What follows belongs to an exercise in optimizing a design on an open flow for small area and a short achievable clock period; a production flow would make more cautious choices.
No run shown here included a check of the RTL's function; only the layout flow was run.

==> flow/design.v, too long to show whole: its modules and the start of the top module <==
// module chroma_upsampler: 33 lines
// module chroma_taps: 744 lines
// module chroma_interp: 443 lines
// module rgb_converter: 2171 lines
// module luma_scale: 398 lines
// module yuv_to_rgb_core: 180 lines
module yuv_to_rgb_core (
	input  logic                CLOCK_50_I,
	input  logic                resetn,
	input  logic                pair_strobe,
	input  pixel_pkg::sample_t  y_even,
	input  pixel_pkg::sample_t  y_odd,
	input  pixel_pkg::sample_t  u_in,
	input  pixel_pkg::sample_t  v_in,
	output logic                rgb_strobe,
	output pixel_pkg::channel_t r_even,
	output pixel_pkg::channel_t g_even,
	output pixel_pkg::channel_t b_even,
	output pixel_pkg::channel_t r_odd,
	output pixel_pkg::channel_t g_odd,
	output pixel_pkg::channel_t b_odd
);
  // ...
==> flow/flow/run.sh <==
#!/bin/bash
# Standard layout, with one extra step between synthesis and floorplan:
# flow/polarity.py re-polarises the full-adder cells of the standard
# synthesis netlist to drop the inverters synthesis leaves between them.
# Each tool's output goes to a log of its own in this folder.
set -e
R=orfs/results/$FLOW_PLATFORM/yuv_to_rgb_core/base
bash standard.sh synth > 1_synth_std.log 2>&1
cp $R/1_2_yosys.v 1_2_yosys_std.v
python3 flow/polarity.py 1_2_yosys_std.v $R/1_2_yosys.v > polarity.log 2>&1
export SETUP_SLACK_MARGIN=8.0
# Port buffers: a plain buffer rather than the delay cell buffer_ports picks
export BUFFER_PORTS_ARGS="-buffer_cell sky130_fd_sc_hd__buf_2"
bash standard.sh finish > finish.log 2>&1
==> flow/flow/polarity.py <==
#!/usr/bin/env python3
"""Re-polarise full adders in a flat Yosys netlist of sky130 cells.

A full adder is self-dual: FA(~a, ~b, ~c) = (~sum, ~cout).  Synthesis leaves
many inverters between adder cells; this pass chooses, for every fa cell,
whether it computes its signals true or complemented, so that as few nets as
possible need an inverter, then rebuilds the inverters.  The logic function
of every port and register input is unchanged.

usage: polarity.py IN.v OUT.v"""
import re
import sys

INV_RE = re.compile(r"^sky130_fd_sc_hd__inv_\d+$")
FA_RE = re.compile(r"^sky130_fd_sc_hd__fa_\d+$")
OUT_PINS = {"X", "Y", "Q", "Q_N", "SUM", "COUT", "HI", "LO", "GCLK"}

src = open(sys.argv[1]).read()

mod_start = src.index("module ")
body_start = src.index(";", mod_start) + 1
end_idx = src.rindex("endmodule")
header = src[:body_start]
body = src[body_start:end_idx]

# statements of the module body, split on ';' outside of parentheses is not
# needed: yosys writes one statement per ';'
stmts = [s for s in body.split(";")]
cell_re = re.compile(r"^\s*(sky130_fd_sc_hd__\w+)\s+(\S+)\s*\((.*)\)\s*$", re.S)
pin_re = re.compile(r"\.(\w+)\(\s*(.*?)\s*\)\s*(?:,|$)", re.S)

cells = []      # [type, name, {pin: net}]
other = []      # statements kept verbatim (declarations, assigns)
port_nets = set()
for s in stmts:
    st = s.strip()
    if not st:
        continue
    m = cell_re.match(st)
    if m:
        pins = {}
        for p, n in pin_re.findall(m.group(3)):
            pins[p] = n.strip()
        cells.append([m.group(1), m.group(2), pins])
    else:
        other.append(s)
        mm = re.match(r"^\s*(input|output|inout)\s+(\[[^\]]*\]\s*)?(.+)$", st, re.S)
        if mm:
            port_nets.add(mm.group(3).strip())

def base(net):
    # port 'foo' referenced as 'foo[3]'
    b = re.sub(r"\s*\[\d+\]$", "", net)
    return b

# nets named in assigns are left alone
assign_nets = set()
for s in other:
    if s.strip().startswith("assign"):
        for tok in re.findall(r"(\\\S+|[A-Za-z_][\w$.]*(?:\s*\[\d+\])?)", s.strip()[6:]):
            assign_nets.add(tok.strip())
            assign_nets.add(base(tok.strip()))

def fixed_net(net):
    return net in port_nets or base(net) in port_nets or net in assign_nets or base(net) in assign_nets

driver = {}
for ci, (t, name, pins) in enumerate(cells):
    for p, n in pins.items():
        if p in OUT_PINS:
            driver[n] = (ci, p)

# inverters that can be dissolved: input and output are plain internal nets
inv_of = {}   # output net -> input net
dissolve = set()
for ci, (t, name, pins) in enumerate(cells):
    if INV_RE.match(t) and "A" in pins and "Y" in pins and not fixed_net(pins["Y"]):
        inv_of[pins["Y"]] = pins["A"]
        dissolve.add(ci)

def root_of(net):
    par = 0
    seen = 0
    while net in inv_of and seen < 100:
        net = inv_of[net]
        par ^= 1
        seen += 1
    return net, par

# an adder whose output is a port or named in an assign keeps its polarity
fa_cells = [ci for ci, c in enumerate(cells) if FA_RE.match(c[0])
            and not any(fixed_net(n) for p, n in c[2].items() if p in OUT_PINS)]
is_fa = set(fa_cells)
fa_in = ("A", "B", "CIN")
fa_out = ("SUM", "COUT")

# consumer pins: (cell, pin) -> (root, parity)
cons = {}
for ci, (t, name, pins) in enumerate(cells):
    if ci in dissolve:
        continue
    for p, n in pins.items():
        if p in OUT_PINS:
            continue
        cons[(ci, p)] = root_of(n)
# inverters kept (fixed outputs) consume as normal cells: already covered

# polarity per fa cell
pol = {ci: 0 for ci in fa_cells}

def drv_pol(root):
    d = driver.get(root)
    if d and d[0] in is_fa:
        return pol[d[0]]
    return 0

# the FA outputs root nets: which roots does each FA drive
fa_roots = {ci: [cells[ci][2][p] for p in fa_out if p in cells[ci][2]] for ci in fa_cells}
root_cons = {}
for k, (r, par) in cons.items():
    root_cons.setdefault(r, []).append(k)

def need(k):
    ci, p = k
    r, par = cons[k]
    if ci in is_fa and p in fa_in:
        return par ^ pol[ci]
    return par

def root_cost(r):
    dp = drv_pol(r)
    for k in root_cons.get(r, []):
        if need(k) != dp:
            return 1
    return 0

def fa_touch(ci):
    rs = set(fa_roots[ci])
    for p in fa_in:
        if (ci, p) in cons:
            rs.add(cons[(ci, p)][0])
    return rs

def total():
    return sum(root_cost(r) for r in root_cons)

before = total()
touch = {ci: fa_touch(ci) for ci in fa_cells}


def delta(ci):
    rs = touch[ci]
    c0 = sum(root_cost(r) for r in rs)
    pol[ci] ^= 1
    c1 = sum(root_cost(r) for r in rs)
    pol[ci] ^= 1
    return c1 - c0


def descend():
    improved = True
    while improved:
        improved = False
        for ci in fa_cells:
            if delta(ci) < 0:
                pol[ci] ^= 1
                improved = True


# greedy descent, then annealing that accepts sideways and rare uphill moves
import random
rng = random.Random(1)
descend()
best_cost = total()
best = dict(pol)
cur = best_cost
temp = 1.0
for step in range(200000):
    ci = fa_cells[rng.randrange(len(fa_cells))]
    d = delta(ci)
    if d <= 0 or rng.random() < pow(2.718, -d / temp):
        pol[ci] ^= 1
        cur += d
        if cur < best_cost:
            best_cost = cur
            best = dict(pol)
    temp = max(0.05, 1.0 - step / 150000.0)
pol.update(best)
descend()
after = total()

# rebuild: FA polarity flip means its logical output root now carries the
# complement on the same net; every consumer pin gets the net or a shared
# inverter of it
new_inv = {}
out_cells = []
ninv = 0
def inv_net(r):
    global ninv
    if r not in new_inv:
        nm = f"_pol_n{ninv}_"
        new_inv[r] = nm
        ninv += 1
    return new_inv[r]

for ci, (t, name, pins) in enumerate(cells):
    if ci in dissolve:
        continue
    newpins = dict(pins)
    for p in pins:
        if p in OUT_PINS:
            continue
        r, par = cons[(ci, p)]
        if need((ci, p)) == drv_pol(r):
            newpins[p] = r
        else:
            newpins[p] = inv_net(r)
    out_cells.append((t, name, newpins))

def esc(n):
    # escaped identifiers end at white space
    return n + " " if n.startswith("\\") else n


lines = [header]
for s in other:
    lines.append(s + ";")
for r, nm in new_inv.items():
    lines.append(f"\n  wire {nm};")
for i, (r, nm) in enumerate(new_inv.items()):
    lines.append(f"\n  sky130_fd_sc_hd__inv_1 _pol_i{i}_ (\n    .A({esc(r)}),\n    .Y({nm})\n  );")
for t, name, pins in out_cells:
    pl = ",\n".join(f"    .{p}({esc(n)})" for p, n in pins.items())
    lines.append(f"\n  {t} {name} (\n{pl}\n  );")
lines.append("\nendmodule\n")
open(sys.argv[2], "w").write("".join(lines))
flipped = sum(pol.values())
sys.stderr.write(f"polarity: {len(fa_cells)} fa cells, {flipped} flipped; "
                 f"inverters {len(dissolve)} dissolved, {len(new_inv)} rebuilt "
                 f"(complemented nets {before} -> {after})\n")
==> flow/standard.sh <==
#!/bin/bash
# synth_recipe.tcl (not shown) runs the flow's synth.tcl, then flattens the netlist and writes it again
# the make line also repeats each setting of config.mk as NAME=value (left out here)
make -C /OpenROAD-flow-scripts/flow DESIGN_CONFIG=/design/flow/config.mk WORK_HOME=/design/flow/orfs CLKGATE_MAP_FILE= SYNTH_SCRIPT=/design/flow/synth_recipe.tcl "${@:-finish}"
==> flow/config.mk <==
export PLATFORM = sky130hd
export DESIGN_NAME = yuv_to_rgb_core
export DESIGN_NICKNAME = yuv_to_rgb_core
export VERILOG_FILES = /design/flow/design.v
export SDC_FILE = /design/flow/constraint.sdc
export NUM_CORES = 4
export LEC_CHECK = 0
export ABC_AREA = 1
export CAP_MARGIN = 20
export CORE_MARGIN = 2
export CORE_UTILIZATION = 40
export SLEW_MARGIN = 20
==> flow/constraint.sdc <==
create_clock -name core_clock -period 11.5 [get_ports {CLOCK_50_I}]
set_input_delay 2.3000 -clock core_clock [delete_from_list [all_inputs] [get_ports {CLOCK_50_I}]]
set_output_delay 2.3000 -clock core_clock [all_outputs]
set_load 0.01 [all_outputs]
==> impl_metrics.toml, run 1 <==
[placement]
place_area_sq_um = 32180
hpwl_microns = 52350

[critical_path]
worst-path-buf-inv = 1
crit_slowest_cell = "fa_1"

[detailed_routing]
routed-wl-met2_microns = 33510
ant_nets = 0
drc = 0
wl_met1_microns = 30430
dr_total_vias = 20475

[synthesis]
syn_avg_cell_area_sq_um = 10.29
yosys_warnings = 6
syn_nets = 3805

[timing]
report.final.slew_viol_count = 0
timing.final.ws_setup_ns = 7.718
relSlewSlack = 0.3214
worst_slew_pin_slew_ns = 1.018
timing.setup.tns_ns = 0
period_needed_ns = 3.782

[status]
run_status = "no timing/DRC/antenna violations"

[grt]
met1_usage = 0.2353
grt_pass1_wl_microns = 111600
grt_pass1_vias = 21375

[cells_and_area]
nonClkBufAreaFrac = 0.05460
multi_input_area_sq_um = 21480
multi_input_area_share = 0.5736
clkbuf_count = 68
inverters = 522

[worst_hold_path]
hold_path_end = "y_even_s1[7]"

[cts]
cts_htree_levels = 2
hold_buffers = 0
clkSinkCount = 376

[floorplan]
core_region_area_sq_um = 74700
die_area_sq_um = 77920
==> run 2, diff against run 1 <==
--- a/flow/flow/run.sh
+++ b/flow/flow/run.sh
@@ -10,3 +10,3 @@
 python3 flow/polarity.py 1_2_yosys_std.v $R/1_2_yosys.v > polarity.log 2>&1
-export SETUP_SLACK_MARGIN=8.0
+export SETUP_SLACK_MARGIN=7.7
 # Port buffers: a plain buffer rather than the delay cell buffer_ports picks
==> run 2 against run 1 <==
Still clean on timing, DRC and antenna. Flip-flop and latch count stayed put. Cell area is 2.2% lower. Synthesized cell count stayed put. Register-to-register slack worse by 0.13 ns. Clock-buffer cell count is 4 lower. Critical path type unchanged.
==> impl_metrics.toml, run 2 <==
[cells_and_area]
syn_to_final_growth_pct = 20.87
layout.cells.non_filler = 4281
layout_common_cells = "491 x nand2_1, 476 x inv_1, 383 x ha_1"
post-route-cell-area_sq_um = 36600
drive_above_1_share = 0.2174
final_common_cell = "nand2_1"
nNetsFinal = 4135
final_util = 0.4900
diodes = 0
reg_top3 = "u_upsampler.win: 40 flops, v_upsampler.win: 40 flops"

[detailed_routing]
drt_iter0_drc = 958
post_drt_wl_per_cell_microns = 15.78
drc = 0
routed_wl_microns = 67560
drtPass1Iterations = 5
via_per_inst = 4.757
ant_nets = 0
dr_total_vias = 20365

[critical_path]
r2r_cells = 13
worstPathArrival_ns = 4.36
start_kind = "flip-flop"
cpMostUsedCell = "a21o_1"
cp_data_required_time_ns = 11.95
path_max_fanout = 2
cp.depth = 13
worst-path-buf-inv = 1
crit_path_end_kind = "flip-flop"
critPathMaxStageDelay_ns = 0.57
reg2reg_slack_ns = 7.59
crit_start = "v_upsampler.win[3][0]"
criticalPathCategory = "flip-flop to flip-flop"
reg2reg_from = "v_upsampler.win[3][0]"
path_cells = "ha_2 > fa_2 > fa_1 > inv_2 > fa_1 > ha_1 > a21o_1 > a21oi_4 > o21ai_2 > a21o_1 > a21o_1 > fa_2 > xor2_1"
crit_slowest_cell = "fa_1"
crit_family = "adder cells"

[synthesis]
syn_inst = 2943
syn_avg_cell_area_sq_um = 10.29
syn_area_sq_um = 30280
yosys_warnings = 6
syn_nets = 3805

[worst_hold_path]
hold_depth = 0
worstHoldStart = "ly_odd[2][3]"
min_path_type = "flip-flop to flip-flop"

[timing]
finalSetupViolations = 0
fin_worst_skew_ns = 0.04449
period_needed_ns = 3.913
report.final.slew_viol_count = 0
hold_viol_final = 0
timing.setup.tns_ns = 0
worst_slew_pin_slew_ns = 0.9962
hold_slack_ns = 0.3341
fmax_ghz = 0.2556
rsz0062_at_grt = "true"
relSlewSlack = 0.3359
timing.final.ws_setup_ns = 7.587
timing.final.crit_share = 0.3403

[job]
drv_cap = 0

[placement]
place_area_sq_um = 31940
dpl.cell_count = 3990
hpwl_microns = 51800
place_ws_ns = 7.041
port_buffers = 83
finalWeightedCongestion = 0.8954

[status]
run_status = "no timing/DRC/antenna violations"

[floorplan]
io_pins = 84
rows = 100
core_region_area_sq_um = 74700
die_h_microns = 279.2
die_w_microns = 279.2
die_area_sq_um = 77920
start_util = 0.4054

[cts]
path_clk_slew_ns = 0.06
worstSkewPairLatency_ns = 0.60
cts_htree_levels = 2
cts_tree = "built"
clkSinkCount = 376
cts_root_buf = "clkbuf_16"
clockBufferDepth = 3
numCtsBuffers = 47

[grt]
grt_max_degree = 129
gr-usage-all-layers = 0.1769
gr-total-overflow = 0
grt_pass1_vias = 21217
grt_pass1_wl_microns = 109200
antenna_found_initial = 0
-- run 2: metal layers --
layer | part of all wire | GRT usage | routed length, microns
met1 | 0.44 | 0.2278 | 29880
met2 | 0.49 | 0.3065 | 33240
met3 | 0.037 | 0.02535 | 2499
met4 | 0.029 | 0.05569 | 1935
met5 | 0 | 0 | 0
-- run 2: timing repair --
item | in CTS | in global routing
resized for setup | 152 | 209
pin swaps | 57 | 195
cloned | 0 | 0
buffers inserted | 125 | 78
hold buffers | 0 | 0
endpoints found under the hold margin | 0 | 0
endpoints found under the setup margin | 72 | 72
-- run 2: area by class of cell --
cell class,instances,area [sq um]
flip-flops and latches,376,9185
fillers,6717,38090
multi-input cells,2036,20440
inverters,522,2072
well taps,969,1212
repair buffers,290,2087
clock inverters,24,235.2
clock buffers,64,1371
-- run 2: worst reg2reg max path, delay by kind of cell (launching register included) --
family                   cells  cell delay, ns
adder cells (fa/ha/maj)      6            2.38
AO/OA/AOI/OAI                5            0.80
flip-flops                   1            0.42
XOR/XNOR                     1            0.14
buffers and inverters        1            0.06
-- run 2: path summary, 6_finish.rpt --
check / to
worst max-delay path: v_q_s1[9]
worst min-delay path: y_odd_s1[3]
worst max register to register: v_q_s1[9]
worst min register to register: y_odd_s1[3]
max in group asynchronous: idx[4]
min in group asynchronous: in_valid

-- what the ideal ports hide --
The results above use ideal ports. As a check the final layouts listed here were re-extracted and re-timed, cells and wires unchanged.
Step 1: set_driving_cell puts a clkbuf_16 on CLOCK_50_I and a buf_2 on each other input, an assumption about the parent block.
Step 2 moves the port delays by t, midway between the first and last clock arrival at a register: inputs arrive t later, outputs are due t later. That takes back most of the time a late clock gives input paths.
Three values: ideal ports, drivers, drivers and shift; two values: the first two.
| run | t, ns | setup slack, ns | worst setup path at the end | cell pins on the clock port's net |
|---|---|---|---|---|
| run 1 | 0.647 | 7.718 / 7.718 / 7.718 | register to register | 1 |
| run 2 | 0.644 | 7.587 / 7.587 / 7.494 | input to register | 1 |
After both steps every run listed still meets setup and hold. The setup slack of run 2, which loses most, moves by 0.000 ns with the drivers and by -0.093 ns with both steps.
